This is an optimization exercise on Yosys and OpenROAD, whose aim is small area, a short achievable clock period and few clock cycles per item, not a production implementation. Only simulation tests tie the RTL to the original design; equivalence was not proved. No activity file was given, so power comes from the tool's default toggle rates.

===== flow/design.v =====
package rhpm_pkg;
   localparam int MAX_PATTERN_DEF  = 16;
   localparam int WINDOW_DEPTH_DEF = 16;
   localparam int BYTE_W           = 8;
   localparam int VALUE_W          = 32;
   localparam int HASH_W           = 26;
   localparam int LEN_W            = 5;
   localparam int CSR_W            = 64;
   localparam int CSR_IDX_W        = 2;
   localparam int PAT_BYTES        = 16;
   localparam logic KIND_HASH = 1'b0;
   localparam logic KIND_POS  = 1'b1;
   typedef enum logic [CSR_IDX_W-1:0] {
      CSR_PATTERN_LENGTH = 2'd0,
      CSR_PATTERN_LOW    = 2'd1,
      CSR_PATTERN_HIGH   = 2'd2
   } csr_index_type;
endpackage
module rhpm_ram #(
   parameter int WIDTH = 8,
   parameter int DEPTH = 16
) (
   input  logic                     clock,
   input  logic                     wr_en,
   input  logic [$clog2(DEPTH)-1:0] wr_addr,
   input  logic [WIDTH-1:0]         wr_data,
   input  logic                     rd_en,
   input  logic [$clog2(DEPTH)-1:0] rd_addr,
   output logic [WIDTH-1:0]         rd_data
);
   logic [WIDTH-1:0] mem [DEPTH];
   logic [WIDTH-1:0] rd_data_ff;
   always_ff @(posedge clock) begin
      if (wr_en) begin
         mem[wr_addr] <= wr_data;
      end
      if (rd_en) begin
         rd_data_ff <= mem[rd_addr];
      end
   end
   assign rd_data = rd_data_ff;
endmodule
import rhpm_pkg::*;
module rolling_hash_pattern_matcher_top #(
   parameter int MAX_PATTERN  = MAX_PATTERN_DEF,
   parameter int WINDOW_DEPTH = WINDOW_DEPTH_DEF
) (
   input  logic                 clock,
   input  logic                 reset,
   input  logic                 req_valid,
   output logic                 req_ready,
   input  logic [BYTE_W-1:0]    req_text_byte,
   output logic                 rsp_valid,
   input  logic                 rsp_ready,
   output logic                 rsp_kind,
   output logic [VALUE_W-1:0]   rsp_value,
   output logic                 rsp_last,
   input  logic                 csr_we,
   input  logic [CSR_IDX_W-1:0] csr_index,
   input  logic [CSR_W-1:0]     csr_wdata
);
   function automatic logic [1:0] add3(input logic [1:0] a, input logic [1:0] b);
      logic az, bz;
      az = !a[0] && !a[1];
      bz = !b[0] && !b[1];
      add3[0] = (a[0] && bz) || (az && b[0]) || (a[1] && b[1]);
      add3[1] = (a[1] && bz) || (az && b[1]) || (a[0] && b[0]);
   endfunction
   function automatic logic [1:0] mod3(input logic [7:0] x);
      logic [1:0] r0, r1, r2, r3;
      r0 = {x[1] && !x[0], !x[1] && x[0]};
      r1 = {x[3] && !x[2], !x[3] && x[2]};
      r2 = {x[5] && !x[4], !x[5] && x[4]};
      r3 = {x[7] && !x[6], !x[7] && x[6]};
      mod3 = add3(add3(r0, r1), add3(r2, r3));
   endfunction
   localparam logic [31:0] CMAX = 32'hffff_ffff;
   logic [3:0]  nm1_ff;
   logic [7:0]  pat_ff [16];
   logic [1:0]  dp_ff [16];
   logic        zlo_ff, zhi_ff;   
   logic [7:0]  ring_ff [16];
   logic [1:0]  dw_ff [16];       
   logic [3:0]  nm1_al_ff;
   logic [31:0] count_ff;
   logic        first_seen_ff;    
   logic        reported_ff;      
   logic        rdy_ff;
   logic        in_v_ff, in_first_ff;
   logic [7:0]  in_byte_ff;
   logic [1:0]  in_d_ff;
   logic        s1_v_ff;
   logic        s1_first_ff;
   logic        s2_hit_ff, s2_first_ff;
   logic [3:0]  s2_m1_ff;
   logic [5:0]  s2_e_ff;
   logic        j_v_ff;
   logic [3:0]  j_m1_ff;
   logic [5:0]  j_e_ff;
   logic        rsp_valid_ff, rsp_kind_ff, rsp_last_ff;
   logic [31:0] rsp_value_ff;
   logic [3:0]  rem_ff;
   logic [5:0]  e_nx_ff;         
   logic        hashing_ff;
   logic [3:0]  hidx_ff;
   logic [2:0]  hchunk_ff;
   logic        hprev_ff, hcarry_ff;
   logic [1:0]  hd_ff;            
   logic        hlast_ff;         
   assign req_ready = rdy_ff;
   assign rsp_valid = rsp_valid_ff;
   assign rsp_kind  = rsp_kind_ff;
   assign rsp_value = rsp_value_ff;
   assign rsp_last  = rsp_last_ff;
   logic [1:0]  din;
   logic        zk, dig_eq, byte_eq;
   logic [1:0]  dcsr [8];
   logic [15:0] stop;         
   logic        dig_ok;
   logic        cnt_ok;
   logic        hit_c;
   logic [3:0]  m1_c;
   always_comb begin
      dig_ok = 1'b1;
      for (int k = 0; k < 16; k++) begin
         zk = (k < 8) ? zlo_ff : zhi_ff;
         dig_eq  = zk ? (dw_ff[k] == 2'd0) : (dw_ff[k] == dp_ff[k]);
         byte_eq = zk ? (ring_ff[k] == 8'd0) : (ring_ff[k] == pat_ff[k]);
         if (k <= nm1_ff && !dig_eq) dig_ok = 1'b0;
         stop[k] = !byte_eq || (k == nm1_ff);
      end
      m1_c = 4'd15;
      for (int k = 15; k >= 0; k--) begin
         if (stop[k]) m1_c = k;
      end
      cnt_ok = (count_ff[31:4] != 28'd0) || (count_ff[3:0] > nm1_ff);
      hit_c  = s1_v_ff && dig_ok && cnt_ok;
      for (int i = 0; i < 8; i++) dcsr[i] = mod3(csr_wdata[8*i +: 8]);
      din = mod3(req_text_byte);
   end
   logic        accept, shift, inc, len_wr, lo_wr, hi_wr, rot, aligned, aligned_n, in_v_n;
   logic [3:0]  nm1_al_n;
   logic        cont_p, have_next, can_adv, load, pop_j, take_s2, push_j, first_push;
   logic        s2_leave, s1_move;
   logic [3:0]  m1_next, rem_next;
   logic        last_next;
   logic [31:0] pos;
   logic        s2_hit_n, j_v_n, rsp_valid_n;
   logic [5:0]  s2_e_n, j_e_n, e_nx_n, e_head_n;
   logic [3:0]  rem_n;
   logic        first_seen_n, reported_n, hdone;
   logic [1:0]  hdig;
   logic [1:0]  hadd;
   logic [4:0]  hsum;
   assign accept = req_valid && rdy_ff;
   assign aligned = (nm1_al_ff == nm1_ff);
   assign shift  = in_v_ff && aligned && (!s1_v_ff || s2_leave);
   assign inc    = shift && (count_ff != CMAX);
   assign len_wr = csr_we && !reset && (csr_index == 2'd0);
   assign lo_wr  = csr_we && !reset && (csr_index == 2'd1);
   assign hi_wr  = csr_we && !reset && (csr_index == 2'd2);
   assign rot    = !aligned && !s1_v_ff;
   always_comb begin
      cont_p    = rsp_valid_ff && (rem_ff != 4'd0);
      have_next = cont_p || j_v_ff || s2_hit_ff && !s2_first_ff;
      m1_next   = j_v_ff ? j_m1_ff : s2_m1_ff;
      rem_next  = cont_p ? rem_ff - 4'd1 : m1_next;
      last_next = cont_p ? (rem_ff == 4'd1) : (m1_next == 4'd0);
      pos       = count_ff - {26'd0, e_nx_ff};
      can_adv  = !hashing_ff && (!rsp_valid_ff || rsp_ready);
      load     = can_adv && have_next;
      pop_j    = load && !cont_p && j_v_ff;
      take_s2  = load && !cont_p && !j_v_ff;
      first_push = s2_first_ff && s2_hit_ff;
      push_j   = s2_hit_ff && !s2_first_ff && !take_s2 && !j_v_ff;
      s2_leave = !s2_hit_ff || s2_first_ff || !j_v_ff;
      s1_move  = s1_v_ff && s2_leave;
      s2_hit_n = s1_move ? hit_c : (s2_hit_ff && !s2_leave);
      s2_e_n   = s1_move ? ({2'b0, nm1_ff} + {5'd0, inc}) : (s2_e_ff + {5'd0, inc});
      j_v_n    = push_j || first_push || (j_v_ff && !pop_j);
      j_e_n    = (push_j || first_push) ? (s2_e_ff + {5'd0, inc}) : (j_e_ff + {5'd0, inc});
      e_head_n = j_v_n ? j_e_n : s2_e_n;
      if (load ? (rem_next != 4'd0) : cont_p) begin
         e_nx_n = e_nx_ff + {5'd0, inc} - {5'd0, load};
      end else begin
         e_nx_n = e_head_n;
      end
      rem_n    = load ? rem_next : rem_ff;
      hdone    = hashing_ff && hlast_ff && (hchunk_ff == 3'd7);
      rsp_valid_n = hdone || load || (rsp_valid_ff && !can_adv);
      first_seen_n = first_seen_ff || accept;
      reported_n   = reported_ff || hdone;
      nm1_al_n     = rot ? nm1_al_ff - 4'd1 : nm1_al_ff;
      aligned_n    = (nm1_al_n == nm1_ff);
      in_v_n       = accept || (in_v_ff && !shift);
      hdig = ((hidx_ff[3] ? zhi_ff : zlo_ff) ? 2'd0 : dp_ff[hidx_ff]);
      hadd = (hchunk_ff == 3'd0) ? hd_ff : {1'b0, hcarry_ff};
      hsum = {1'b0, rsp_value_ff[3:0]} + {1'b0, rsp_value_ff[2:0], hprev_ff} + {3'd0, hadd};
   end
   always_ff @(posedge clock) begin
      if (reset) begin
         zlo_ff <= 1'b1;
         zhi_ff <= 1'b1;
      end else begin
         if (lo_wr) zlo_ff <= 1'b0;
         if (hi_wr) zhi_ff <= 1'b0;
      end
      if (reset) begin
         nm1_ff <= 4'd0;
      end else if (len_wr) begin
         if (csr_wdata[4:0] == 5'd0)                       nm1_ff <= 4'd0;
         else if (csr_wdata[4] && csr_wdata[3:0] != 4'd0) nm1_ff <= 4'd15;
         else                                              nm1_ff <= csr_wdata[3:0] - 4'd1;
      end
      if (lo_wr) begin
         for (int i = 0; i < 8; i++) begin
            pat_ff[i] <= csr_wdata[8*i +: 8];
            dp_ff[i]  <= dcsr[i];
         end
      end
      if (hi_wr) begin
         for (int i = 0; i < 8; i++) begin
            pat_ff[8 + i] <= csr_wdata[8*i +: 8];
            dp_ff[8 + i]  <= dcsr[i];
         end
      end
      if (rdy_ff) begin
         in_byte_ff  <= req_text_byte;
         in_d_ff     <= din;
         in_first_ff <= !first_seen_ff;
      end
      if (shift) begin
         for (int j = 0; j < 16; j++) begin
            ring_ff[j] <= (j == nm1_al_ff) ? in_byte_ff : ring_ff[(j + 1) % 16];
            dw_ff[j]   <= (j == nm1_al_ff) ? in_d_ff : dw_ff[(j + 1) % 16];
         end
      end else if (rot) begin
         for (int j = 0; j < 16; j++) begin
            ring_ff[j] <= ring_ff[(j + 1) % 16];
            dw_ff[j]   <= dw_ff[(j + 1) % 16];
         end
      end
      if (s1_move) begin
         s2_m1_ff <= m1_c;
      end
      s2_e_ff <= s2_e_n;
      if (push_j || first_push) j_m1_ff <= s2_m1_ff;
      j_e_ff   <= j_e_n;
      e_nx_ff  <= e_nx_n;
      rem_ff   <= rem_n;
      if (shift) s1_first_ff <= in_first_ff;
      if (hashing_ff) begin
         rsp_value_ff <= {hsum[3:0], rsp_value_ff[31:4]};
         hprev_ff     <= rsp_value_ff[3];
         hcarry_ff    <= hsum[4];
         hchunk_ff    <= hchunk_ff + 3'd1;
         hd_ff        <= hdig;
         if (hchunk_ff == 3'd0) begin
            hidx_ff  <= hidx_ff - 4'd1;
            hlast_ff <= (hidx_ff == 4'd0);
         end
         if (hchunk_ff == 3'd7) begin
            hprev_ff <= 1'b0;
         end
         if (hdone) begin
            rsp_kind_ff <= KIND_HASH;
            rsp_last_ff <= !j_v_ff;
            rem_ff      <= 4'd0;
         end
      end else if (load) begin
         rsp_kind_ff  <= KIND_POS;
         rsp_value_ff <= pos;
         rsp_last_ff  <= last_next;
      end else if (s2_first_ff) begin
         rsp_value_ff <= 32'd0;
         hidx_ff      <= nm1_ff;
         hchunk_ff    <= 3'd1;
         hprev_ff     <= 1'b0;
         hcarry_ff    <= 1'b0;
         hlast_ff     <= 1'b0;
      end
      if (reset) begin
         nm1_al_ff     <= 4'd0;
         count_ff      <= 32'd0;
         first_seen_ff <= 1'b0;
         reported_ff   <= 1'b0;
         rdy_ff        <= 1'b1;
         s1_v_ff       <= 1'b0;
         in_v_ff       <= 1'b0;
         s2_hit_ff     <= 1'b0;
         s2_first_ff   <= 1'b0;
         j_v_ff        <= 1'b0;
         rsp_valid_ff  <= 1'b0;
         hashing_ff    <= 1'b0;
      end else begin
         nm1_al_ff <= nm1_al_n;
         count_ff <= count_ff + {31'd0, inc};
         first_seen_ff <= first_seen_n;
         reported_ff   <= reported_n;
         in_v_ff       <= in_v_n;
         s1_v_ff       <= shift || (s1_v_ff && !s1_move);
         s2_hit_ff     <= s2_hit_n;
         s2_first_ff   <= s1_move ? s1_first_ff : (s2_first_ff && !s2_leave);
         j_v_ff        <= j_v_n;
         rsp_valid_ff  <= rsp_valid_n;
         hashing_ff    <= hashing_ff ? !hdone : s2_first_ff;
         rdy_ff <= (aligned_n || !in_v_n) &&
                   !(first_seen_n && !reported_n) &&
                   !(s2_hit_n && j_v_n) &&
                   !(s2_hit_ff && s2_e_ff[5]) && !(j_v_ff && j_e_ff[5]) &&
                   !(rsp_valid_ff && e_nx_ff[5]);
      end
   end
endmodule

===== flow/flow/run.sh =====
#!/bin/bash
# Standard ORFS layout with a tighter setup repair target, port buffers of
# a plain buffer cell, and free gate sizing.
set -euo pipefail
bash standard.sh 'SETUP_SLACK_MARGIN=6.3' 'MATCH_CELL_FOOTPRINT=0' 'BUFFER_PORTS_ARGS=-buffer_cell sky130_fd_sc_hd__buf_4' finish > standard_make.log 2>&1

===== flow/standard.sh =====
#!/bin/bash
# synth_recipe.tcl (not shown) runs the flow's synth.tcl, then flattens the netlist and writes it again
# the make line also repeats each setting of config.mk as NAME=value (left out here)
make -C /OpenROAD-flow-scripts/flow DESIGN_CONFIG=/design/flow/config.mk WORK_HOME=/design/flow/orfs CLKGATE_MAP_FILE= SYNTH_SCRIPT=/design/flow/synth_recipe.tcl "${@:-finish}"

===== flow/config.mk =====
export PLATFORM = sky130hd
export DESIGN_NAME = rolling_hash_pattern_matcher_top
export DESIGN_NICKNAME = rolling_hash_pattern_matcher_top
export VERILOG_FILES = /design/flow/design.v
export SDC_FILE = /design/flow/constraint.sdc
export NUM_CORES = 4
export LEC_CHECK = 0
export ABC_AREA = 1
export CAP_MARGIN = 20
export CORE_MARGIN = 2
export CORE_UTILIZATION = 40
export CTS_CLUSTER_DIAMETER = 80
export CTS_CLUSTER_SIZE = 20
export SLEW_MARGIN = 20

===== flow/constraint.sdc =====
create_clock -name core_clock -period 9.5 [get_ports {clock}]
set_input_delay 1.9000 -clock core_clock [delete_from_list [all_inputs] [get_ports {clock}]]
set_output_delay 1.9000 -clock core_clock [all_outputs]
set_load 0.01 [all_outputs]

==> impl_metrics.tcl, run 1 <==
set metrics [dict create \
    synth_nets 2767 \
    wl_per_cell_um 19.4 \
    post-place-cells 3392 \
    vias 18400 \
    drc_errors 0 \
    swShare_pct 36.1 \
    die_h_um 249 \
    clk_pin_slew_worst_paths_ps 80 \
    synth_edf_count 378 \
    rr_endpoint "ring_ff[15][6]" \
    yosys-top-cells-area "edfxtp_1 47%, nand2_1 9.0%, ha_1 6.2%, dfxtp_1 6.2%, o21ai_0 5.3%" \
    r2r_setup_slack_ps 6370 \
    postRouteAntennaNets 0 \
    synth_top_area_share_pct 47.2 \
    crit_arrival_ps 3640 \
    drt_iter0_drc 1649 \
    max_freq_mhz 317 \
    whs_ps 428 \
    fin_nets 2882 \
    cts_max_path_buffers 3 \
    core_area_um2 59200 \
    required_ps 9990 \
    synth_cells 2564 \
    syn_avg_cell_area_um2 9.37 \
    total_power_mw 6.57 \
    regToRegStartpoint "nm1_ff[2]" \
    area_delta_synth_final_pct 12.9 \
    yosys_register_bits 452 \
    insertedDiodeCount 0 \
    row_count 89 \
    antenna_found_initial 0 \
    setup_viol 0 \
    dp_hpwl_um 49300 \
    grt_pass1_wl_um 104000 \
    fin_skew_ps 34.6 \
    synth_common_cells "574 x nand2_1, 378 x edfxtp_1, 313 x inv_1, 256 x o21ai_0, 198 x nor2_1" \
    cts_tree "yes" \
    p_seq_share_pct 51.7 \
    leakage_nw 11.1 \
    worstPathMaxFanout 3 \
    yosys_warnings 6 \
    yosysUniqueCellTypes 61 \
    rsz0062_at_grt "true" \
    internal_power_mw 4.20 \
    path_class "input port to flop" \
    final_util_pct 45.8 \
    viasPerCell 5.32 \
    reg2regPathDepth 8 \
    grt_use_total_pct 21.3 \
    hp-start "in_first_ff" \
    status "complete, no violations" \
    die_area_um2 62100 \
    ir_worst_vdd_mv 0.191 \
    overflow 0 \
    drive_gt1_share_pct 11.0 \
    drtPass1Iterations 6 \
    hold_viol_final 0 \
    p_per_area_nw_per_um2 242 \
    p_comb_share_pct 28.7 \
    netSwitchingPower_mw 2.37 \
    tns_ps 0 \
    finalNonFillerCells 3464 \
    setup.worst_path.start_class "input port" \
    synth_area_leader_cell "edfxtp_1" \
    fin_crit_sh_pct 33.2 \
    hold_end "s1_first_ff" \
    worst_pin_slew_ps 912 \
    maxCapViolCount 0 \
    drv_slew 0 \
    async_flop_share_pct 0 \
    insertion_delay_ps 630 \
    min_path_cells 0 \
    ys_seq_area_share_pct 53.4 \
    numPortBuffers 114 \
    cts_buffers 29 \
    boundaryPins 115 \
    syn-cell-area_um2 24000 \
    grt_pass1_vias 17900 \
    synth_most_common_cell "nand2_1" \
    globalplace.congestion 0.900 \
    htree_levels 1 \
    cts_sinks 452 \
    initial_core_util_pct 40.6 \
    grt_max_degree 87 \
    clkPwrFrac_pct 19.6 \
    wirelength_um 67300 \
    clockRootBuffer "clkbuf_16" \
    cp-end-kind "flop" \
    max_slew_margin_pct 39.1 \
    die_w_um 249 \
    ys.flop_type "edfxtp_1" \
    hold_class "flop to flop" \
    period_minus_slack_ps 3160 \
]
==> critical path: stages <==
cell,delay (ps)
buf_8,80
o21ai_4,50
a31oi_4,210
buf_12,140
ha_4,120
inv_2,40
ha_4,150
a21oi_4,120
inv_2,50
a31oi_4,150
nor2_1,60
nor2_1,80
inv_1,50
a21oi_2,120
inv_1,60
nor2_1,80
nor2_1,50
o2bb2ai_1,130
==> layer usage <==
metal  track usage [%]  vias up  routed length, um
met5                 0        -                  0
met4              6.37        0               2110
met3              2.41      116               3560
met2              37.4      592              33200
met1              27.7     8838              28500
li1                  -     8895                  -
==> cell families after synthesis <==
group                    after synthesis  share of synthesized area, %
AND/OR/NAND/NOR                     1017                          18.2
XOR/XNOR                             149                          5.43
multiplexers                           4                         0.167
adder cells (fa/ha/maj)              124                          6.61
flip-flops                           452                          53.4
AO/OA/AOI/OAI                        434                          10.2
buffers and inverters                384                          6.07
==> placed cells by master, fill, tap and decap left out, types with 9 or more instances in the layout <==
cell,Yosys,routed
edfxtp_1,378,378
nor2_1,198,191
clkbuf_16,0,30
dfxtp_1,74,58
nand2_1,574,568
dfxtp_2,0,12
nand3_1,90,87
ha_1,119,116
inv_1,313,303
nor3_1,37,32
or2_2,14,14
o22ai_1,26,26
nor2_2,8,10
o21ai_0,256,249
a211oi_1,9,9
buf_4,0,145
xnor2_1,85,85
a21oi_1,74,72
a31oi_1,11,10
xor2_1,64,64
nor4_1,35,34
nand4_1,31,31
==> power groups by stage <==
stage | Sequential, mW | Combinational, mW | Clock (mW)
after floorplan | 3.23 | 1.33 | 0
after global placement | 3.42 | 1.76 | 0
after detailed placement | 3.42 | 1.81 | 0
after CTS | 3.39 | 1.84 | 1.31
after global routing | 3.44 | 2.14 | 1.38
final | 3.40 | 1.88 | 1.29
==> worst max-delay path by stage <==
stage | start | end | slack (ps) | cells after the start
floorplan | reset | dp_ff[0][0] | 4880 | 4
finish | rsp_ready | e_nx_ff[5] | 6340 | 18
global placement | reset | pat_ff[4][0] | 5300 | 5
CTS | count_ff[22] | e_nx_ff[5] | 6300 | 21
detailed placement | reset | pat_ff[5][3] | 5250 | 5
global route | count_ff[24] | e_nx_ff[5] | 6160 | 21
==> area by class of cell <==
| class | instances | area, um2 |
|---|---|---|
| Tap cell | 773 | 967 |
| Clock inverter | 12 | 136 |
| Multi-Input combinational cell | 1728 | 10000 |
| Clock buffer | 31 | 733 |
| Timing Repair Buffer | 152 | 1210 |
| Fill cell | 5605 | 32100 |
| Sequential cell | 452 | 12900 |
| Inverter | 315 | 1190 |
| Timing Repair inverter | 1 | 5.00 |
==> flip-flops by register name, summed over array words and instances (netlist names), 6 cells and up <==
register	count
dp_ff	32
pat_ff	120
rsp_value_ff	32
s2_e_ff	6
count_ff	32
e_nx_ff	6
j_e_ff	6
in_byte_ff	8
dw_ff	32
ring_ff	128
==> through the flow <==
stage                     setup slack [ps]  instance area (um2)
after global routing                  6160                27100
after CTS                             6300                26900
final                                 6340                27100
after global placement                5300                25800
after floorplan                       4880                24200
after detailed placement              5250                25800
==> timing repair <==
action / CTS / global route
buffers inserted: 9 / 18
pin swaps: 12 / 15
gates resized for setup: 29 / 49
setup endpoints to repair: 268 / 88
cloned: 2 / 0
hold buffers: 0 / 0
Testbench counts, summed over its fixed seeds: cycles 29,785, bytes 24,258.
==> run 2, diff against run 1 <==
--- a/flow/design.v
+++ b/flow/design.v
@@ -146,7 +146,8 @@
    logic        last_next;
    logic [31:0] pos;
    logic        s2_hit_n, j_v_n, rsp_valid_n;
-   logic [5:0]  s2_e_n, j_e_n, e_nx_n, e_head_n;
+   logic [5:0]  s2_e_n, j_e_n, e_nx_n, e_inc, e_dec, s2_e_inc, j_e_inc;
+   logic [5:0]  e_head0, e_head1, e_nx_n0, e_nx_n1;
    logic [3:0]  rem_n;
    logic        first_seen_n, reported_n, hdone;
    logic [1:0]  hdig;
@@ -157,8 +158,8 @@
    assign shift  = in_v_ff && aligned && (!s1_v_ff || s2_leave);
    assign inc    = shift && (count_ff != CMAX);
    assign len_wr = csr_we && !reset && (csr_index == 2'd0);
-   assign lo_wr  = csr_we && !reset && (csr_index == 2'd1);
-   assign hi_wr  = csr_we && !reset && (csr_index == 2'd2);
+   assign lo_wr  = csr_we && (csr_index == 2'd1);
+   assign hi_wr  = csr_we && (csr_index == 2'd2);
    assign rot    = !aligned && !s1_v_ff;
    always_comb begin
       cont_p    = rsp_valid_ff && (rem_ff != 4'd0);
@@ -179,12 +180,16 @@
       s2_e_n   = s1_move ? ({2'b0, nm1_ff} + {5'd0, inc}) : (s2_e_ff + {5'd0, inc});
       j_v_n    = push_j || first_push || (j_v_ff && !pop_j);
       j_e_n    = (push_j || first_push) ? (s2_e_ff + {5'd0, inc}) : (j_e_ff + {5'd0, inc});
-      e_head_n = j_v_n ? j_e_n : s2_e_n;
-      if (load ? (rem_next != 4'd0) : cont_p) begin
-         e_nx_n = e_nx_ff + {5'd0, inc} - {5'd0, load};
-      end else begin
-         e_nx_n = e_head_n;
-      end
+      e_inc    = e_nx_ff + {5'd0, inc};
+      e_dec    = e_inc - 6'd1;
+      s2_e_inc = s2_e_ff + {5'd0, inc};
+      j_e_inc  = j_e_ff + {5'd0, inc};
+      e_head0  = j_v_ff ? j_e_inc : (first_push || s2_hit_ff && !s2_first_ff) ? s2_e_inc : s2_e_n;
+      e_head1  = (cont_p && j_v_ff) ? j_e_inc :
+                 (first_push || cont_p && s2_hit_ff && !s2_first_ff) ? s2_e_inc : s2_e_n;
+      e_nx_n0  = cont_p ? e_inc : e_head0;
+      e_nx_n1  = (rem_next != 4'd0) ? e_dec : e_head1;
+      e_nx_n   = load ? e_nx_n1 : e_nx_n0;
       rem_n    = load ? rem_next : rem_ff;
       hdone    = hashing_ff && hlast_ff && (hchunk_ff == 3'd7);
       rsp_valid_n = hdone || load || (rsp_valid_ff && !can_adv);
==> flow/flow/run.sh (replaced) <==
#!/bin/bash
# Standard ORFS layout with a tighter setup repair target, port buffers of
# a plain buffer cell, and free gate sizing.
set -euo pipefail
bash standard.sh 'SETUP_SLACK_MARGIN=6.4' 'MATCH_CELL_FOOTPRINT=0' 'BUFFER_PORTS_ARGS=-buffer_cell sky130_fd_sc_hd__buf_4' finish > standard_make.log 2>&1
--- a/flow/config.mk
+++ b/flow/config.mk
@@ -5,7 +5,6 @@
 export SDC_FILE = /design/flow/constraint.sdc
 export NUM_CORES = 4
 export LEC_CHECK = 0
-export ABC_AREA = 1
 export CAP_MARGIN = 20
 export CORE_MARGIN = 2
 export CORE_UTILIZATION = 40
==> run 2 against run 1 <==
Largest power group unchanged. Still clean on timing, DRC and antenna. Critical path type is now flop to flop. Power increased by 1.9%. Synthesized area decreased by 0.92%. Worst setup slack improved by 50 ps. Hold slack improved by 21 ps. Clock skew decreased by 18 ps. Global-route usage decreased by 0.63 points. Clock power increased by 5%. Sequential cell count unchanged.
==> impl_metrics.tcl, run 2 <==
set metrics [dict create \
    fin_area_um2 27900 \
    synth_common_cells "378 x edfxtp_1, 163 x mux2_2, 139 x xnor2_1, 137 x nor2_1, 127 x nand2_1" \
    tns_ps 0 \
    cts_max_path_buffers 3 \
    cp_cell_sequence "inv_2, ha_4, inv_2, fa_2, a21o_1, a21oi_2, o21bai_1, a211o_2, or2_4, or3_4, or3_4, xor2_2, o22ai_2" \
    syn_avg_cell_area_um2 12.0 \
    die_area_um2 61500 \
    clkPwrFrac_pct 20.1 \
    crit_arrival_ps 3450 \
    syn-cell-area_um2 23800 \
    hold_viol_final 0 \
    drc_errors 0 \
    cts_sinks 452 \
    clockRootBuffer "clkbuf_16" \
    yosys-top-cells-area "edfxtp_1 48%, mux2_2 7.7%, dfxtp_1 6.2%, ha_1 6.1%, xnor2_1 5.1%" \
    viasPerCell 5.62 \
    path_class "flop to flop" \
    insertion_delay_ps 620 \
    drive_gt1_share_pct 26.2 \
    internal_power_mw 4.43 \
    async_flop_share_pct 0 \
    grt_use_total_pct 20.7 \
    cpMaxStageDelayCell "or3_4" \
    ys_seq_area_share_pct 53.9 \
    period_minus_slack_ps 3110 \
    layout_common_cells "378 x edfxtp_1, 170 x buf_4, 163 x mux2_2" \
    largest_registers "ring_ff (128), pat_ff (120)" \
    cts_buffers 29 \
    setup.worst_path.start_class "flop" \
    ir_worst_vdd_mv 0.186 \
    hold_class "flop to flop" \
    yosys_register_bits 452 \
    top_register "ring_ff" \
    synth_area_leader_cell "edfxtp_1" \
    postRouteAntennaNets 0 \
    yosysUniqueCellTypes 76 \
    total_power_mw 6.70 \
    max_slew_margin_pct 30.0 \
    fin_ws_ps 6390 \
    leakage_nw 10.2 \
    maxCapViolCount 0 \
    fillers 5223 \
    drv_slew 0 \
    grt_pass1_vias 16100 \
    synth_most_common_cell "edfxtp_1" \
    synth_cells 1982 \
    synth_nets 2181 \
    antenna_found_initial 2 \
    rsz0062_at_grt "true" \
    die_h_um 248 \
    vias 16600 \
    cts_hold_buf 0 \
    wl_per_cell_um 22.0 \
    cts_tree "yes" \
    swShare_pct 33.8 \
    p_seq_share_pct 52.5 \
    p_per_area_nw_per_um2 240 \
    netSwitchingPower_mw 2.26 \
    ys.flop_type "edfxtp_1" \
    wirelength_um 64800 \
    synth_edf_count 378 \
    area_delta_synth_final_pct 17.1 \
    final_common_cell "edfxtp_1" \
    post-place-cells 2817 \
    setup_viol 0 \
    numPortBuffers 114 \
    overflow 0 \
    max_freq_mhz 322 \
    globalplace.congestion 0.910 \
    die_w_um 248 \
    grt_max_degree 94 \
    cp-end-kind "flop" \
    finalNonFillerCells 2950 \
    max_stage_delay_ps 350 \
    p_comb_share_pct 27.4 \
    status "complete, no violations" \
    required_ps 9840 \
    htree_levels 1 \
    fin_nets 2353 \
    core_area_um2 58900 \
    fin_skew_ps 16.4 \
    drtPass1Iterations 9 \
    dp_worst_setup_slack_ps 5270 \
    worst_pin_slew_ps 1050 \
    grt_pass1_wl_um 97100 \
    synth_top_area_share_pct 47.7 \
    fin_crit_sh_pct 32.7 \
    worstPathMaxFanout 3 \
    drt_iter0_drc 1343 \
    yosys_warnings 6 \
    postPlaceCellArea_um2 25800 \
    largest_register_ffs 128 \
    initial_core_util_pct 40.4 \
    row_count 89 \
    insertedDiodeCount 0 \
    boundaryPins 115 \
    clk_pin_slew_worst_paths_ps 80 \
    dp_hpwl_um 45600 \
]
## run 2: cell types whose count changed after synthesis, sizes merged, moves of 18 or more
cell / before / now
o22ai: 26 / 7
inv: 313 / 114
o21ai: 260 / 78
xor2: 64 / 89
mux2: 0 / 163
nand3: 94 / 44
a222oi: 0 / 41
nand2: 582 / 127
xnor2: 85 / 139
nand3b: 1 / 19
o221ai: 1 / 20
nor2: 209 / 149
## run 2: cells by family (layout without fill, tap and decap cells)
| kind of cell | Yosys count | in the layout | synth area share, % |
|---|---|---|---|
| simple gates | 512 | 514 | 10.9 |
| flops | 452 | 452 | 53.9 |
| compound gates | 305 | 305 | 8.76 |
| xor+xnor | 228 | 228 | 8.39 |
| buf+inv | 182 | 375 | 3.03 |
| mux | 181 | 181 | 8.47 |
| fa+ha+maj | 122 | 122 | 6.52 |
## run 2: what timing repair did
| item | CTS | global route |
|---|---|---|
| cloned | 1 | 1 |
| resized for setup | 69 | 60 |
| endpoints found under the setup margin | 393 | 164 |
| setup buffers | 34 | 43 |
| pin swaps | 9 | 18 |
## run 2: final timing paths
kind / end / startpoint / slack (ps) / depth (start not counted)
setup / recovery: rsp_value_ff[28] / count_ff[0] / 6390 / 13
hold / removal: s1_first_ff / in_first_ff / 450 / 0
setup reg to reg: rsp_value_ff[28] / count_ff[0] / 6390 / 13
hold reg to reg: s1_first_ff / in_first_ff / 450 / 0
## run 2: metal layers
| metal | up-vias | global-route usage (%) | share of wire, % |
|---|---|---|---|
| met5 | - | 0 | 0.020 |
| met4 | 2 | 6.31 | 3.3 |
| met3 | 121 | 2.34 | 4.7 |
| met2 | 493 | 35.8 | 49 |
| met1 | 8260 | 27.2 | 42 |
| li1 | 7710 | - | - |
## run 2: per-stage QoR
| step | util [%] | hold WS [ps] |
|---|---|---|
| 4_1_cts | 46.3 | 456 |
| 5_1_grt | 47.3 | 468 |
| 3_5_place_dp | 43.9 | 420 |
| 3_3_place_gp | 43.9 | 439 |
| 2_1_floorplan | - | 400 |
| 6_report | 47.3 | 450 |
## run 2: cell type report
cell class	instances	area [um2]	area share, %
inverter	116	450	1.62
timing repair buffer	205	1700	6.09
clock inverter	10	150	0.539
clock buffer	44	792	2.84
multi-input combinational	1350	10900	39.2
sequential	452	12900	46.2
tap	773	967	3.47
## run 2: critical path: cells and delay by family (launching register included)
family,cells,cell delay (ps)
AOI/OAI and AO/OA,5,830
xor gates and xnor gates,1,150
adders and majority gates,2,470
buffers and inverters,2,120
DFF,1,330
and+or+nand+nor,3,930
## run 2: power groups by stage
stage          sequential, mW  clock [mW]  combinational [mW]
4_1_cts                  3.50        1.38                1.77
6_report                 3.51        1.35                1.84
3_3_place_gp             3.54           0                1.66
3_5_place_dp             3.54           0                1.69
2_1_floorplan            3.23           0                1.34
5_1_grt                  3.56        1.44                2.02
Testbench counts of run 2, summed over its fixed seeds: cycles 29,785, bytes 24,258.
==> run 3, diff against run 2 <==
==> flow/flow/run.sh (replaced) <==
#!/bin/bash
# Standard ORFS layout with a tighter setup repair target, port buffers of
# a plain buffer cell, and free gate sizing.
set -euo pipefail
bash standard.sh 'SETUP_SLACK_MARGIN=6.6' 'MATCH_CELL_FOOTPRINT=0' 'BUFFER_PORTS_ARGS=-buffer_cell sky130_fd_sc_hd__buf_4' finish > standard_make.log 2>&1
==> run 3 against run 2 <==
Still clean. Critical path depth did not move. Non-clock buffer count rose by 45. Register-to-register slack got worse by 30 ps. Clock power fell by 4%. Synthesized cell count did not move. Sequential cell count did not move. Via count rose by 2.1%. First-iteration DRC count rose by 18%. Sequential share of layout area fell by 1.5 points. Sequential power barely moved. Combinational power rose by 9%. Maximum frequency fell by 1.0%. Largest power group unchanged. Highest routed layer is now met4.
==> impl_metrics.tcl, run 3 <==
set metrics [dict create \
    clk_pin_slew_worst_paths_ps 90 \
    max_freq_mhz 319 \
    synth_edf_count 378 \
    max_slew_margin_pct 30.8 \
    antenna_found_initial 1 \
    drc_errors 0 \
    tns_ps 0 \
    cts_hold_buf 0 \
    boundaryPins 115 \
    yosys_register_bits 452 \
    cts_buffers 29 \
    setup.worst_path.start_class "flop" \
    grt_use_total_pct 21.2 \
    htree_levels 1 \
    setup_viol 0 \
    swShare_pct 34.2 \
    reg2regPathDepth 13 \
    clockRootBuffer "clkbuf_16" \
    postRouteAntennaNets 0 \
    status "complete, no violations" \
    ir_worst_vdd_mv 0.180 \
    hold_class "flop to flop" \
    hold_end "s1_first_ff" \
    grt_pass1_wl_um 99900 \
    met2_length_um 33200 \
    fillers 5222 \
    die_w_um 248 \
    globalplace.congestion 0.905 \
    cp-end-kind "flop" \
    r2r_setup_slack_ps 6360 \
    maxCapViolCount 0 \
    crit_arrival_ps 3450 \
    yosysUniqueCellTypes 76 \
    finalNonFillerCells 2992 \
    die_area_um2 61500 \
    row_count 89 \
    top_register "ring_ff" \
    drive_gt1_share_pct 31.1 \
    initial_core_util_pct 40.4 \
    wl_met1_um 27900 \
    synth_top_area_share_pct 47.7 \
    final_common_cell "edfxtp_1" \
    die_h_um 248 \
    netSwitchingPower_mw 2.33 \
    post-place-cells 2816 \
    p_seq_share_pct 51.7 \
    leakage_nw 10.5 \
    route.met3.wl_um 2910 \
    grt_max_degree 98 \
    layout_common_cells "378 x edfxtp_1, 206 x buf_4, 163 x mux2_2" \
    viasPerCell 5.66 \
    synth_most_common_cell "edfxtp_1" \
    largest_register_ffs 128 \
    hold_viol_final 0 \
    area_delta_synth_final_pct 21.2 \
    fin_nets 2396 \
    worst_pin_slew_ps 1040 \
    grt_pass1_vias 16700 \
    fin_crit_sh_pct 33.0 \
    synth_nets 2181 \
    min_path_cells 0 \
    fin_skew_ps 32.9 \
    numPortBuffers 114 \
    cts_tree "yes" \
    regToRegStartpoint "count_ff[0]" \
    required_ps 9820 \
    ys.flop_type "edfxtp_1" \
    path_class "flop to flop" \
    dr.max_layer_used "met4" \
    syn-cell-area_um2 23800 \
    worstPathMaxFanout 2 \
    clkPwrFrac_pct 19.0 \
    async_flop_share_pct 0 \
    synth_cells 1982 \
    total_power_mw 6.81 \
    drv_slew 0 \
    insertion_delay_ps 630 \
    yosys_warnings 6 \
    ys_seq_area_share_pct 53.9 \
    hp-start "in_first_ff" \
    p_comb_share_pct 29.3 \
    largest_registers "ring_ff (128), pat_ff (120)" \
    syn_avg_cell_area_um2 12.0 \
    wl_per_cell_um 22.2 \
    core_area_um2 58900 \
    wirelength_um 66300 \
    overflow 0 \
    drtPass1Iterations 7 \
    synth_common_cells "378 x edfxtp_1, 163 x mux2_2, 139 x xnor2_1, 137 x nor2_1, 127 x nand2_1" \
    insertedDiodeCount 0 \
    vias 16900 \
    internal_power_mw 4.48 \
    cts_sinks 452 \
    rr_endpoint "rsp_value_ff[28]" \
    drt_iter0_drc 1590 \
    synth_area_leader_cell "edfxtp_1" \
    p_per_area_nw_per_um2 236 \
    yosys-top-cells-area "edfxtp_1 48%, mux2_2 7.7%, dfxtp_1 6.2%, ha_1 6.1%, xnor2_1 5.1%" \
    dp_hpwl_um 46600 \
    period_minus_slack_ps 3140 \
    cts_max_path_buffers 3 \
    rsz0062_at_grt "true" \
]
run 3: area by class of cell:
class | instances | area (um2) | area share (%)
clock buffers | 43 | 778 | 2.70
clock inverters | 10 | 106 | 0.369
inverters | 116 | 533 | 1.85
multi-input cells | 1348 | 11500 | 39.8
flip-flops and latches | 452 | 12900 | 44.7
well taps | 773 | 967 | 3.35
repair buffers | 250 | 2090 | 7.24
run 3: stage by stage:
| stage | area (um2) | hold WS [ps] | utilization (%) | worst slack, ps |
|---|---|---|---|---|
| 2_1_floorplan | 24500 | 400 | - | 6060 |
| 3_3_place_gp | 26100 | 433 | 44.3 | 5440 |
| 3_5_place_dp | 26100 | 416 | 44.4 | 5540 |
| 4_1_cts | 28100 | 451 | 47.7 | 6320 |
| 5_1_grt | 28800 | 452 | 49.0 | 6290 |
| 6_report | 28800 | 438 | 49.0 | 6360 |
run 3: cells by family (layout without fill, tap and decap cells):
family	after synthesis	after routing	share of synthesized area (%)
and+or+nand+nor	512	512	10.9
AOI/OAI and AO/OA	305	305	8.76
xor gates and xnor gates	228	228	8.39
muxes	181	181	8.47
buffers and inverters	182	419	3.03
adders and majority gates	122	122	6.52
DFF	452	452	53.9
run 3: worst max-delay path, cell delays in order (launching register included):
cell	delay, ps
dfxtp_2	330
inv_2	80
ha_4	130
inv_2	40
fa_2	330
a21o_1	170
a21oi_2	160
o21bai_1	120
a211o_2	320
or2_4	240
or3_4	340
or3_4	350
xor2_2	140
o22ai_2	90
run 3: timing repair:
item | in CTS | in global routing
gates resized for setup | 126 | 80
pin swaps | 19 | 49
setup buffers | 76 | 47
hold endpoints to repair | 0 | 0
setup endpoints to repair | 416 | 304
run 3: layer usage:
layer  vias to the layer above  global-route usage [%]
met5                         -                       0
met4                         0                    7.04
met3                       120                    2.38
met2                       482                    36.8
met1                      8525                    27.5
li1                       7800                       -
run 3: worst max-delay path by stage:
stage	from	to	slack, ps	depth (start not counted)
after detailed placement	nm1_ff[1]	count_ff[26]	5540	11
after CTS	count_ff[0]	rsp_value_ff[28]	6320	13
after global placement	nm1_ff[1]	dw_ff[7][0]	5440	6
after floorplan	csr_index[1]	dp_ff[10][0]	6060	2
final	count_ff[0]	rsp_value_ff[28]	6360	13
after global routing	count_ff[0]	rsp_value_ff[28]	6290	13
run 3: power groups by stage:
stage	sequential (mW)	combinational [mW]	clock, mW
floorplan	3.23	1.35	0
global placement	3.55	1.67	0
detailed placement	3.55	1.71	0
CTS	3.50	1.88	1.32
global route	3.57	2.20	1.38
finish	3.52	2.00	1.29
==> run 4, diff against run 3 <==
==> flow/flow/run.sh (replaced) <==
#!/bin/bash
# Standard ORFS layout with a tighter setup repair target, port buffers of
# a plain buffer cell, and free gate sizing.
set -euo pipefail
bash standard.sh 'SETUP_SLACK_MARGIN=6.45' 'MATCH_CELL_FOOTPRINT=0' 'BUFFER_PORTS_ARGS=-buffer_cell sky130_fd_sc_hd__buf_4' finish > standard_make.log 2>&1
--- a/flow/config.mk
+++ b/flow/config.mk
@@ -5,9 +5,10 @@
 export SDC_FILE = /design/flow/constraint.sdc
 export NUM_CORES = 4
 export LEC_CHECK = 0
+export ABC_AREA = 1
 export CAP_MARGIN = 20
 export CORE_MARGIN = 2
 export CORE_UTILIZATION = 40
-export CTS_CLUSTER_DIAMETER = 80
-export CTS_CLUSTER_SIZE = 20
+export CTS_CLUSTER_DIAMETER = 90
+export CTS_CLUSTER_SIZE = 24
 export SLEW_MARGIN = 20
==> run 4 against run 3 <==
Clock skew increased by 2.6 ps. Sequential cell count unchanged. Routed wire length increased by 7.0%. Sequential share of layout area increased by 1.4 points. Synthesized cell count increased by 32%. Final area decreased by 3.2%. First-iteration DRC count increased by 8.1%. Synthesized area increased by 1.9%.
==> impl_metrics.tcl, run 4 <==
set metrics [dict create \
    status "complete, no violations" \
    post-place-cells 3449 \
    synth_area_leader_cell "edfxtp_1" \
    die_area_um2 62700 \
    postRouteAntennaNets 0 \
    synth_edf_count 378 \
    largest_registers "ring_ff (128), pat_ff (120)" \
    numPortBuffers 114 \
    syn-cell-area_um2 24300 \
    cpMaxStageDelayCell "edfxtp_1" \
    synth_top_area_share_pct 46.8 \
    required_ps 7600 \
    worst_pin_slew_ps 973 \
    synth_nets 2809 \
    ys_seq_area_share_pct 52.9 \
    globalplace.congestion 0.984 \
    insertion_delay_ps 600 \
    grt_pass1_vias 18500 \
    setup.worst_path.start_class "flop" \
    fin_nets 2950 \
    total_power_mw 6.67 \
    path_class "flop to output pin" \
    grt_use_total_pct 22.1 \
    cts_hold_buf 0 \
    drc_errors 0 \
    yosys_warnings 6 \
    synth_common_cells "586 x nand2_1, 378 x edfxtp_1, 302 x inv_1, 271 x o21ai_0, 184 x nor2_1" \
    period_minus_slack_ps 3120 \
    area_delta_synth_final_pct 15.0 \
    die_h_um 250 \
    yosys_register_bits 452 \
    r2r_setup_slack_ps 6560 \
    drt_iter0_drc 1718 \
    hold_class "flop to flop" \
    final_common_cell "nand2_1" \
    setup_viol 0 \
    fin_crit_sh_pct 32.9 \
    clockRootBuffer "clkbuf_16" \
    reg2regPathDepth 12 \
    hold_end "s1_first_ff" \
    htree_levels 1 \
    yosys-top-cells-area "edfxtp_1 47%, nand2_1 9.1%, dfxtp_1 6.1%, ha_1 6.0%, o21ai_0 5.6%" \
    async_flop_share_pct 0 \
    top_register "ring_ff" \
    min_path_cells 0 \
    largest_register_ffs 128 \
    max_stage_delay_ps 480 \
    grt_pass1_wl_um 108000 \
    finalNonFillerCells 3546 \
    hp-start "in_first_ff" \
    overflow 0 \
    fin_ws_ps 6380 \
    dp_hpwl_um 52700 \
    cp_cell_sequence "buf_6" \
    regToRegStartpoint "nm1_ff[2]" \
    drtPass1Iterations 9 \
    leakage_nw 11.4 \
    cts_sinks 452 \
    core_area_um2 60100 \
    yosysUniqueCellTypes 66 \
    wirelength_um 71000 \
    tns_ps 0 \
    max_freq_mhz 320 \
    drive_gt1_share_pct 13.8 \
    hold_viol_final 0 \
    ir_worst_vdd_mv 0.149 \
    max_slew_margin_pct 34.6 \
    cp-end-kind "output pin" \
    p_per_area_nw_per_um2 239 \
    vias 19100 \
    drv_slew 0 \
    layout_common_cells "572 x nand2_1, 378 x edfxtp_1, 295 x inv_1" \
    boundaryPins 115 \
    fin_skew_ps 35.5 \
    crit_family "flip-flops" \
    antenna_found_initial 2 \
    synth_most_common_cell "nand2_1" \
    row_count 90 \
    ys.flop_type "edfxtp_1" \
    fillers 5682 \
    maxCapViolCount 0 \
    final_util_pct 46.4 \
    rr_endpoint "e_nx_ff[5]" \
    wl_per_cell_um 20.0 \
    crit_buf_inv 1 \
    syn_avg_cell_area_um2 9.30 \
    cts_buffers 26 \
    initial_core_util_pct 40.4 \
    die_w_um 250 \
    clk_pin_slew_worst_paths_ps 100 \
    synth_cells 2610 \
    viasPerCell 5.38 \
    grt_max_degree 90 \
    dp_worst_setup_slack_ps 5480 \
    crit_arrival_ps 1220 \
    cts_tree "yes" \
    worstPathMaxFanout 2 \
    cts_max_path_buffers 3 \
    rsz0062_at_grt "true" \
]
## run 4: cell types whose count changed in the layout (fill, tap and decap cells not counted), moves of 18 or more
cell	previous run	this run
a222oi_1	41	0
inv_6	19	1
buf_4	206	148
xor2_1	80	58
o21ai_0	70	255
nor2_1	132	172
ha_1	63	111
nor3_1	24	46
inv_1	72	295
nand3_1	39	92
ha_4	42	3
xnor2_1	130	85
nand2_1	121	572
mux2_2	163	0
## run 4: power breakdown
group | total (mW) | internal, mW | switching, mW
combinational | 1.93 | 0.737 | 1.19
sequential | 3.49 | 2.91 | 0.577
clock | 1.25 | 0.564 | 0.687
total | 6.67 | 4.21 | 2.45
## run 4: how the worst max path moves through the flow
stage | from | end | slack [ps] | cells after the start
after floorplan | nm1_ff[0] | dw_ff[0][0] | 5620 | 6
after global placement | rsp_ready | rdy_ff | 5560 | 14
after detailed placement | nm1_ff[1] | count_ff[30] | 5480 | 19
after CTS | nm1_ff[0] | count_ff[30] | 6340 | 19
after global routing | rsp_value_ff[13] | rsp_value[13] | 6360 | 1
final | rsp_value_ff[13] | rsp_value[13] | 6380 | 1
## run 4: layout make-up
class                           instances  area [um2]  area share (%)
Multi-Input combinational cell       1772       10500            37.5
Sequential cell                       452       12900            46.1
Timing Repair Buffer                  186        1580            5.65
Tap cell                              782         978            3.50
Clock inverter                          8         109           0.390
Inverter                              313        1200            4.29
Antenna cell                            1        2.50         0.00896
Clock buffer                           32         726            2.60
## run 4: timing repair
action                                 4_1_cts  5_1_grt
cloned                                       0        0
gates resized for setup                     91       80
setup buffers                               37       18
setup endpoints to repair                  368      166
pin swaps                                   10       23
endpoints found under the hold margin        0        0
## run 4: layer usage
layer  wire (um)  global-route usage, %
met5           0                      0
met4        2350                   6.91
met3        3600                   2.36
met2       35200                   39.0
met1       29800                   28.5
## run 4: cell families (layout without fill, tap and decap cells)
kind of cell,count (synthesis),in the layout,share of synthesized area (%)
and+or+nand+nor,1046,1046,18.7
AOI/OAI and AO/OA,453,453,10.6
DFF,452,452,52.9
buffers and inverters,386,539,6.04
xor gates and xnor gates,149,149,5.38
adders and majority gates,120,120,6.31
muxes,4,4,0.165
other,0,1,0
## run 4: through the flow
stage               hold slack [ps]  area (um2)
detailed placement              414       26000
global route                    444       27900
CTS                             435       27500
floorplan                       400       24400
global placement                412       26000
finish                          432       27900
==> run 5, diff against run 4 <==
==> flow/flow/run.sh (replaced) <==
#!/bin/bash
# Standard ORFS layout with a tighter setup repair target, port buffers of
# a plain buffer cell, and free gate sizing.
set -euo pipefail
bash standard.sh 'SETUP_SLACK_MARGIN=6.3' 'MATCH_CELL_FOOTPRINT=0' 'BUFFER_PORTS_ARGS=-buffer_cell sky130_fd_sc_hd__buf_4' finish > standard_make.log 2>&1
--- a/flow/config.mk
+++ b/flow/config.mk
@@ -9,6 +9,6 @@
 export CAP_MARGIN = 20
 export CORE_MARGIN = 2
 export CORE_UTILIZATION = 40
-export CTS_CLUSTER_DIAMETER = 90
-export CTS_CLUSTER_SIZE = 24
+export CTS_CLUSTER_DIAMETER = 80
+export CTS_CLUSTER_SIZE = 20
 export SLEW_MARGIN = 20
==> run 5 against run 4 <==
Via count down 0.67%. Clock skew down 9.1 ps. Critical path type unchanged. Global-route usage up 0.21 points. Utilization down 1.1 points. Largest power group unchanged. Synthesized cell count unchanged. Critical endpoint unchanged. Worst setup slack worse by 33 ps. Final cell count down 1.2%. Sequential cell count unchanged. Routed wire length about the same. Die area unchanged. Sequential power about the same. Final area down 2.3%.
==> impl_metrics.tcl, run 5 <==
set metrics [dict create \
    synth_common_cells "586 x nand2_1, 378 x edfxtp_1, 302 x inv_1, 271 x o21ai_0, 184 x nor2_1" \
    fin_nets 2907 \
    crit_arrival_ps 1250 \
    r2r_setup_slack_ps 6420 \
    swShare_pct 36.7 \
    core_area_um2 60100 \
    cp_cell_sequence "buf_4" \
    grt_max_degree 161 \
    final_common_cell "nand2_1" \
    synth_mux_area_share_pct 0.165 \
    ys.flop_type "edfxtp_1" \
    postRouteAntennaNets 0 \
    antenna_found_initial 1 \
    worst_pin_slew_ps 940 \
    die_h_um 250 \
    layout_common_cells "579 x nand2_1, 378 x edfxtp_1, 298 x inv_1" \
    synth_nets 2809 \
    wl_per_cell_um 20.2 \
    leakage_nw 11.1 \
    cpMaxStageDelayCell "edfxtp_1" \
    max_slew_margin_pct 36.8 \
    tns_ps 0 \
    hp-start "in_first_ff" \
    synth_cells 2610 \
    multiInputGateArea_um2 10300 \
    top_register "ring_ff" \
    insertedDiodeCount 0 \
    regToRegStartpoint "nm1_ff[0]" \
    drive_gt1_share_pct 10.5 \
    largest_register_ffs 128 \
    rsz0062_at_grt "true" \
    dp_worst_setup_slack_ps 5370 \
    yosys_warnings 6 \
    hold_end "s1_first_ff" \
    synthSimpleGateAreaFrac_pct 18.7 \
    total_power_mw 6.71 \
    ff_latch_area_um2 12800 \
    grt_pass1_vias 18200 \
    finalNonFillerCells 3504 \
    clockRootBuffer "clkbuf_16" \
    synth_adder_area_share_pct 6.31 \
    grt_use_total_pct 22.3 \
    viasPerCell 5.41 \
    yosys-top-cells-area "edfxtp_1 47%, nand2_1 9.1%, dfxtp_1 6.1%, ha_1 6.0%, o21ai_0 5.6%" \
    drc_errors 0 \
    synth_area_leader_cell "edfxtp_1" \
    ys_seq_area_share_pct 52.9 \
    die_w_um 250 \
    rr_endpoint "count_ff[30]" \
    drv_slew 0 \
    cp-end-kind "output pin" \
    cts_sinks 452 \
    setup_viol 0 \
    syn-cell-area_um2 24300 \
    area_delta_synth_final_pct 12.4 \
    numPortBuffers 114 \
    period_minus_slack_ps 3150 \
    netSwitchingPower_mw 2.46 \
    synth_top_family_by_area "simple AND/OR/NAND/NOR gates" \
    clk_pin_slew_worst_paths_ps 90 \
    required_ps 7600 \
    hold_class "flop to flop" \
    htree_levels 1 \
    max_freq_mhz 317 \
    synth-compound-area-share_pct 10.6 \
    synth_top_area_share_pct 46.8 \
    p_seq_share_pct 52.0 \
    ir_worst_vdd_mv 0.403 \
    synth_edf_count 378 \
    internal_power_mw 4.24 \
    grt_pass1_wl_um 108000 \
    clkPwrFrac_pct 20.4 \
    path_class "flop to output pin" \
    cts_max_path_buffers 3 \
    syn_avg_cell_area_um2 9.30 \
    cts_tree "yes" \
    vias 19000 \
    worstPathMaxFanout 2 \
    whs_ps 436 \
    fin_skew_ps 26.4 \
    globalplace.congestion 1.00 \
    setup.worst_path.start_class "flop" \
    hold_viol_final 0 \
    synth-xor-area-share_pct 5.38 \
    cts_hold_buf 0 \
    min_path_cells 0 \
    reg2regPathDepth 19 \
    crit_buf_inv 1 \
    yosys_register_bits 452 \
    insertion_delay_ps 620 \
    wirelength_um 71000 \
    drtPass1Iterations 6 \
    drt_iter0_drc 1751 \
    fin_ws_ps 6350 \
    crit_family "flip-flops" \
    p_per_area_nw_per_um2 246 \
    overflow 0 \
    dp_hpwl_um 52800 \
    cts_buffers 31 \
    p_comb_share_pct 27.6 \
    post-place-cells 3444 \
    fillers 5798 \
    maxCapViolCount 0 \
    largest_registers "ring_ff (128), pat_ff (120)" \
    yosysUniqueCellTypes 66 \
    die_area_um2 62700 \
    async_flop_share_pct 0 \
    status "complete, no violations" \
    max_stage_delay_ps 470 \
    boundaryPins 115 \
    synth_most_common_cell "nand2_1" \
    initial_core_util_pct 40.4 \
    fin_crit_sh_pct 33.2 \
    row_count 90 \
]
[run 5: cell counts after synthesis]
Identical to the previous run, type by type.
[run 5: power groups by stage]
stage          registers (mW)  clock network (mW)  logic (mW)
3_5_place_dp             3.51                   0        1.80
6_report                 3.49                1.37        1.85
2_1_floorplan            3.28                   0        1.33
4_1_cts                  3.47                1.39        1.83
5_1_grt                  3.52                1.46        2.08
3_3_place_gp             3.51                   0        1.76
[run 5: worst reg2reg max path: cells and delay by family (launching register included)]
family          cells  cell delay, ps
buf+inv             3             270
compound gates      2             320
simple gates       11            1450
xor+xnor            1             170
flops               1             360
fa+ha+maj           2             420
[run 5: per-stage QoR]
step	cell area (um2)	utilization [%]
3_3_place_gp	26000	43.3
3_5_place_dp	26000	43.3
6_report	27300	45.4
4_1_cts	27100	45.0
2_1_floorplan	24400	-
5_1_grt	27300	45.4
[run 5: kinds of logic after synthesis]
logic type      count (synthesis)
compound gates                453
buf+inv                       386
fa+ha+maj                     120
flops                         452
mux                             4
simple gates                 1046
xor+xnor                      149
[run 5: repair_timing]
action,in CTS,in global routing
pin swaps,4,9
gates cloned,1,0
gates resized for setup,16,41
buffers inserted,7,5
endpoints found under the setup margin,88,114
[run 5: layout make-up]
class                           count  area share (%)
Clock inverter                     14           0.614
Clock buffer                       33            2.87
Inverter                          313            4.37
Tap cell                          782            3.59
Timing Repair Buffer              137            3.89
Multi-Input combinational cell   1773            37.6
Sequential cell                   452            47.1
[run 5: how the worst max path moves through the flow]
stage	start	end	slack [ps]	cells after the start
CTS	nm1_ff[0]	count_ff[30]	6270	19
floorplan	nm1_ff[0]	dw_ff[0][0]	5620	6
detailed placement	csr_index[1]	pat_ff[11][4]	5370	4
global placement	csr_index[1]	pat_ff[11][4]	5420	4
finish	rsp_value_ff[13]	rsp_value[13]	6350	1
global route	nm1_ff[0]	count_ff[30]	6190	19
[run 5: metal layers]
metal | GRT usage (%) | part of all wire [%] | vias to the layer above
met5 | 0 | 0.017 | -
met4 | 6.24 | 3.0 | 2
met3 | 2.46 | 5.7 | 119
met2 | 38.9 | 49 | 635
met1 | 29.3 | 42 | 9152
li1 | - | - | 9050
==> run 6, diff against run 5 <==
==> flow/flow/run.sh (replaced) <==
#!/bin/bash
# Standard ORFS layout with a tighter setup repair target, port buffers of
# a plain buffer cell, and free gate sizing.
set -euo pipefail
bash standard.sh 'SETUP_SLACK_MARGIN=6.4' 'MATCH_CELL_FOOTPRINT=0' 'BUFFER_PORTS_ARGS=-buffer_cell sky130_fd_sc_hd__buf_4' finish > standard_make.log 2>&1
--- a/flow/config.mk
+++ b/flow/config.mk
@@ -8,7 +8,7 @@
 export ABC_AREA = 1
 export CAP_MARGIN = 20
 export CORE_MARGIN = 2
-export CORE_UTILIZATION = 40
-export CTS_CLUSTER_DIAMETER = 80
-export CTS_CLUSTER_SIZE = 20
+export CORE_UTILIZATION = 55
+export CTS_CLUSTER_DIAMETER = 100
+export CTS_CLUSTER_SIZE = 26
 export SLEW_MARGIN = 20
==> run 6 against run 5 <==
Register-to-register slack about the same. Global-route usage up 7.5 points. Power down 3.6%. Die area down 27%. Routed wire length down 2.5%. Sequential power about the same. Sequential share of layout area up 0.50 points. Non-clock buffer count up 27. Critical path depth unchanged. Combinational power up 5%. Critical endpoint is now rsp_value[19]. Largest cell class unchanged.
==> impl_metrics.tcl, run 6 <==
set metrics [dict create \
    status "complete, no violations" \
    row_count 76 \
    synth_cells 2610 \
    die_w_um 214 \
    insertion_delay_ps 580 \
    synth_edf_count 378 \
    final_common_cell "nand2_1" \
    yosys_register_bits 452 \
    top_register "ring_ff" \
    yosys-top-cells-area "edfxtp_1 47%, nand2_1 9.1%, dfxtp_1 6.1%, ha_1 6.0%, o21ai_0 5.6%" \
    total_power_mw 6.47 \
    fin_skew_ps 17.8 \
    cts_tree "yes" \
    leakage_nw 11.1 \
    fin_crit_sh_pct 32.4 \
    crit_family "flip-flops" \
    numPortBuffers 114 \
    wl_per_cell_um 20.8 \
    fin_area_um2 27000 \
    required_ps 7600 \
    cp-end-kind "output pin" \
    max_freq_mhz 325 \
    cts_sinks 452 \
    rsz0062_at_grt "true" \
    ys.flop_type "edfxtp_1" \
    crit_buf_inv 1 \
    synth_most_common_cell "nand2_1" \
    whs_ps 448 \
    netSwitchingPower_mw 2.39 \
    ir_worst_vdd_mv 0.167 \
    largest_register_ffs 128 \
    grt_max_degree 65 \
    vias 19100 \
    core_area_um2 43400 \
    fin_ws_ps 6420 \
    p_per_area_nw_per_um2 239 \
    finalNonFillerCells 3319 \
    setup_viol 0 \
    period_minus_slack_ps 3080 \
    cts_buffers 21 \
    insertedDiodeCount 0 \
    globalplace.congestion 1.07 \
    maxCapViolCount 0 \
    p_seq_share_pct 53.7 \
    grt_use_total_pct 29.8 \
    htree_levels 1 \
    initial_core_util_pct 56.0 \
    tns_ps 0 \
    boundaryPins 115 \
    cts_hold_buf 0 \
    yosysUniqueCellTypes 66 \
    hold_class "flop to flop" \
    worst_pin_slew_ps 1030 \
    crit_arrival_ps 1180 \
    cts_max_path_buffers 3 \
    wirelength_um 69200 \
    worstPathMaxFanout 2 \
    synth_area_leader_cell "edfxtp_1" \
    clkPwrFrac_pct 16.3 \
    drt_iter0_drc 2121 \
    path_class "flop to output pin" \
    postPlaceCellArea_um2 25800 \
    final_util_pct 62.4 \
    grt_pass1_vias 18200 \
    antenna_found_initial 0 \
    internal_power_mw 4.07 \
    viasPerCell 5.76 \
    area_delta_synth_final_pct 11.4 \
    drc_errors 0 \
    clockRootBuffer "clkbuf_16" \
    setup.worst_path.start_class "flop" \
    drive_gt1_share_pct 11.7 \
    synth_top_area_share_pct 46.8 \
    async_flop_share_pct 0 \
    layout_common_cells "576 x nand2_1, 378 x edfxtp_1, 296 x inv_1" \
    swShare_pct 37.0 \
    largest_registers "ring_ff (128), pat_ff (120)" \
    syn_avg_cell_area_um2 9.30 \
    synth_nets 2809 \
    yosys_warnings 6 \
    p_comb_share_pct 30.1 \
    fin_nets 2926 \
    overflow 0 \
    cpMaxStageDelayCell "edfxtp_1" \
    postRouteAntennaNets 0 \
    cp_cell_sequence "buf_4" \
    syn-cell-area_um2 24300 \
    die_area_um2 45800 \
    dp_hpwl_um 50700 \
    clk_pin_slew_worst_paths_ps 110 \
    die_h_um 214 \
    drtPass1Iterations 10 \
    grt_pass1_wl_um 106000 \
    drv_slew 0 \
    dp_worst_setup_slack_ps 5310 \
    max_slew_margin_pct 31.1 \
    hold_viol_final 0 \
    ys_seq_area_share_pct 52.9 \
    synth_common_cells "586 x nand2_1, 378 x edfxtp_1, 302 x inv_1, 271 x o21ai_0, 184 x nor2_1" \
    post-place-cells 3250 \
    max_stage_delay_ps 440 \
]
==> run 6: routing by layer <==
layer | global-route usage (%) | wire length (um) | vias up
met2 | 50.1 | 33000 | 762
li1 | - | - | 9085
met3 | 2.79 | 4410 | 152
met4 | 12.2 | 3180 | 0
met5 | 0 | 0 | -
met1 | 39.9 | 28600 | 9116
==> run 6: repair_timing <==
item,in CTS,in global routing
endpoints found under the setup margin,299,156
pin swaps,12,20
setup buffers,19,17
cloned,3,0
resized for setup,47,67
==> run 6: final timing paths <==
check,end,start,slack (ps),cells past startpoint
max,rsp_value[19],rsp_value_ff[19],6420,1
min,s1_first_ff,in_first_ff,450,0
max reg2reg,count_ff[31],nm1_ff[2],6430,16
min reg2reg,s1_first_ff,in_first_ff,450,0
==> run 6: final cells by class <==
type                            instances  area (um2)
Fill cell                            3687       16300
Sequential cell                       452       12900
Multi-Input combinational cell       1775       10400
Timing Repair Buffer                  164        1290
Inverter                              313        1190
Tap cell                              585         732
Clock buffer                           27         558
Clock inverter                          3        26.3
==> run 6: power groups by stage <==
stage                     Clock (mW)  Sequential, mW  Combinational [mW]
after detailed placement           0            3.49                1.80
after global routing            1.12            3.51                2.18
after global placement             0            3.49                1.75
after CTS                       1.06            3.45                1.86
final                           1.05            3.47                1.94
after floorplan                    0            3.28                1.33
==> run 6: cells by family after synthesis <==
logic type                 count (synthesis)  synth area share (%)
xor gates and xnor gates                 149                  5.38
muxes                                      4                 0.165
buffers and inverters                    386                  6.04
AOI/OAI and AO/OA                        453                  10.6
DFF                                      452                  52.9
and+or+nand+nor                         1046                  18.7
adders and majority gates                120                  6.31
==> run 7, diff against run 6 <==
==> flow/flow/run.sh (replaced) <==
#!/bin/bash
# Standard ORFS layout with a tighter setup repair target, port buffers of
# a plain buffer cell, and free gate sizing.
set -euo pipefail
bash standard.sh 'SETUP_SLACK_MARGIN=6.35' 'MATCH_CELL_FOOTPRINT=0' 'BUFFER_PORTS_ARGS=-buffer_cell sky130_fd_sc_hd__buf_4' finish > standard_make.log 2>&1
--- a/flow/config.mk
+++ b/flow/config.mk
@@ -8,7 +8,7 @@
 export ABC_AREA = 1
 export CAP_MARGIN = 20
 export CORE_MARGIN = 2
-export CORE_UTILIZATION = 55
+export CORE_UTILIZATION = 35
 export CTS_CLUSTER_DIAMETER = 100
 export CTS_CLUSTER_SIZE = 26
 export SLEW_MARGIN = 20
==> run 7 against run 6 <==
Maximum frequency decreased by 2.5%. Critical path depth stayed put. Sequential power about the same. Still clean on timing, DRC and antenna. Largest power group unchanged. Routed wire length down 1.1%. Die area rose by 56%.
==> impl_metrics.tcl, run 7 <==
set metrics [dict create \
    status "complete, no violations" \
    cpMaxStageDelayCell "edfxtp_1" \
    maxCapViolCount 0 \
    die_area_um2 71500 \
    grt_use_total_pct 18.8 \
    cts_tree "yes" \
    overflow 0 \
    period_minus_slack_ps 3150 \
    p_per_area_nw_per_um2 233 \
    worst_pin_slew_ps 1010 \
    cts_max_path_buffers 3 \
    initial_core_util_pct 35.4 \
    fin_skew_ps 32.8 \
    hold_class "flop to flop" \
    vias 18700 \
    core_area_um2 68600 \
    numPortBuffers 114 \
    syn_avg_cell_area_um2 9.30 \
    largest_register_ffs 128 \
    yosys_warnings 6 \
    internal_power_mw 4.07 \
    area_delta_synth_final_pct 13.4 \
    fin_nets 2924 \
    ys.flop_type "edfxtp_1" \
    cp_cell_sequence "buf_4" \
    met2_length_um 32800 \
    route.met3.wl_um 4120 \
    dp_worst_setup_slack_ps 5280 \
    globalplace.congestion 0.924 \
    drc_errors 0 \
    antenna_found_initial 1 \
    grt_max_degree 87 \
    netSwitchingPower_mw 2.36 \
    setup.worst_path.start_class "flop" \
    yosys-top-cells-area "edfxtp_1 47%, nand2_1 9.1%, dfxtp_1 6.1%, ha_1 6.0%, o21ai_0 5.6%" \
    path_class "flop to output pin" \
    r2r_setup_slack_ps 6400 \
    syn-cell-area_um2 24300 \
    die_h_um 267 \
    insertedDiodeCount 0 \
    layout_common_cells "574 x nand2_1, 378 x edfxtp_1, 295 x inv_1" \
    crit_family "flip-flops" \
    die_w_um 267 \
    rsz0062_at_grt "true" \
    cp-end-kind "output pin" \
    p_seq_share_pct 53.9 \
    drt_iter0_drc 1935 \
    final_common_cell "nand2_1" \
    boundaryPins 115 \
    dp_hpwl_um 49700 \
    synth_common_cells "586 x nand2_1, 378 x edfxtp_1, 302 x inv_1, 271 x o21ai_0, 184 x nor2_1" \
    synth_nets 2809 \
    postRouteAntennaNets 0 \
    drv_slew 0 \
    setup_viol 0 \
    fin_ws_ps 6350 \
    fin_crit_sh_pct 33.2 \
    wl_met1_um 29600 \
    crit_arrival_ps 1250 \
    required_ps 7600 \
    insertion_delay_ps 610 \
    hold_viol_final 0 \
    p_comb_share_pct 29.0 \
    drive_gt1_share_pct 11.5 \
    clockRootBuffer "clkbuf_16" \
    synth_most_common_cell "nand2_1" \
    ir_worst_vdd_mv 0.193 \
    yosysUniqueCellTypes 66 \
    synth_edf_count 378 \
    grt_pass1_wl_um 103000 \
    wl_per_cell_um 18.7 \
]
## run 7: cell families after synthesis
kind of cell / count (synthesis) / share of synthesized area, %
simple gates: 1046 / 18.7
compound gates: 453 / 10.6
flops: 452 / 52.9
buf+inv: 386 / 6.04
xor+xnor: 149 / 5.38
fa+ha+maj: 120 / 6.31
mux: 4 / 0.165
## run 7: metrics by stage
stage | power (mW) | instances | utilization (%) | instance area [um2] | hold slack (ps)
finish | 6.42 | 3664 | 40.1 | 27500 | 435
detailed placement | 5.27 | 3593 | 38.2 | 26200 | 410
global placement | 5.27 | 3593 | 38.2 | 26200 | 407
global route | 6.80 | 3664 | 40.1 | 27500 | 443
floorplan | 4.61 | 2610 | - | 24400 | 400
CTS | 6.39 | 3643 | 39.5 | 27100 | 438
## run 7: path summary, 6_finish.rpt
path / to / from / cells after the start
setup / recovery: rsp_value[10] / rsp_value_ff[10] / 1
hold / removal: s1_first_ff / in_first_ff / 0
setup reg to reg: count_ff[29] / nm1_ff[0] / 20
hold reg to reg: s1_first_ff / in_first_ff / 0
## run 7: final cells by class
| cell class | instances | area [um2] | area share, % |
|---|---|---|---|
| multi-input combinational | 1773 | 10400 | 37.7 |
| clock buffer | 26 | 566 | 2.05 |
| tap | 931 | 1160 | 4.23 |
| inverter | 313 | 1190 | 4.34 |
| clock inverter | 6 | 80.1 | 0.291 |
| timing repair buffer | 162 | 1270 | 4.62 |
| timing repair inverter | 1 | 5.00 | 0.0182 |
| sequential | 452 | 12900 | 46.7 |
## run 7: power by group through the flow
stage	clock network [mW]	logic (mW)	registers, mW
after floorplan	0	1.33	3.28
after global placement	0	1.76	3.51
after detailed placement	0	1.78	3.50
after CTS	1.12	1.81	3.45
after global routing	1.18	2.11	3.51
final	1.10	1.86	3.46
## run 7: worst register-to-register path, stage by stage, from the launching register on
cell and delay (ps):
dfxtp_4 370, xor2_1 170, inv_1 90, nand3_2 80, nor3_4 180, nand3_4 160, a41oi_4 250, ha_4 170
buf_4 110, nand3_4 80, nor2_4 140, inv_2 50, nor2_4 130, inv_2 70, nor2_4 120, nand2_2 80
nor2_4 150, nand2_2 100, nor4_4 290, a21oi_1 100, o21a_1 120
## run 7: timing repair
item	CTS	global route
buffers inserted	17	20
setup endpoints to repair	247	167
pin swaps	3	18
hold buffers	0	0
cloned	1	1
gates resized for setup	30	71
endpoints found under the hold margin	0	0
## run 7: metal layers
layer,vias up,global-route usage (%)
met5,-,0
met4,0,4.98
met3,113,2.16
met2,636,32.4
met1,8827,25.0
li1,9087,-

Re-timed with assumed drivers on the ports (clkbuf_16 on the clock, buf_2 on other inputs), run 7 has 6.281 ns of setup slack against 6.345 ns with ideal ports, and 5.867 ns once port delays also move by the mid clock arrival of 0.655 ns.
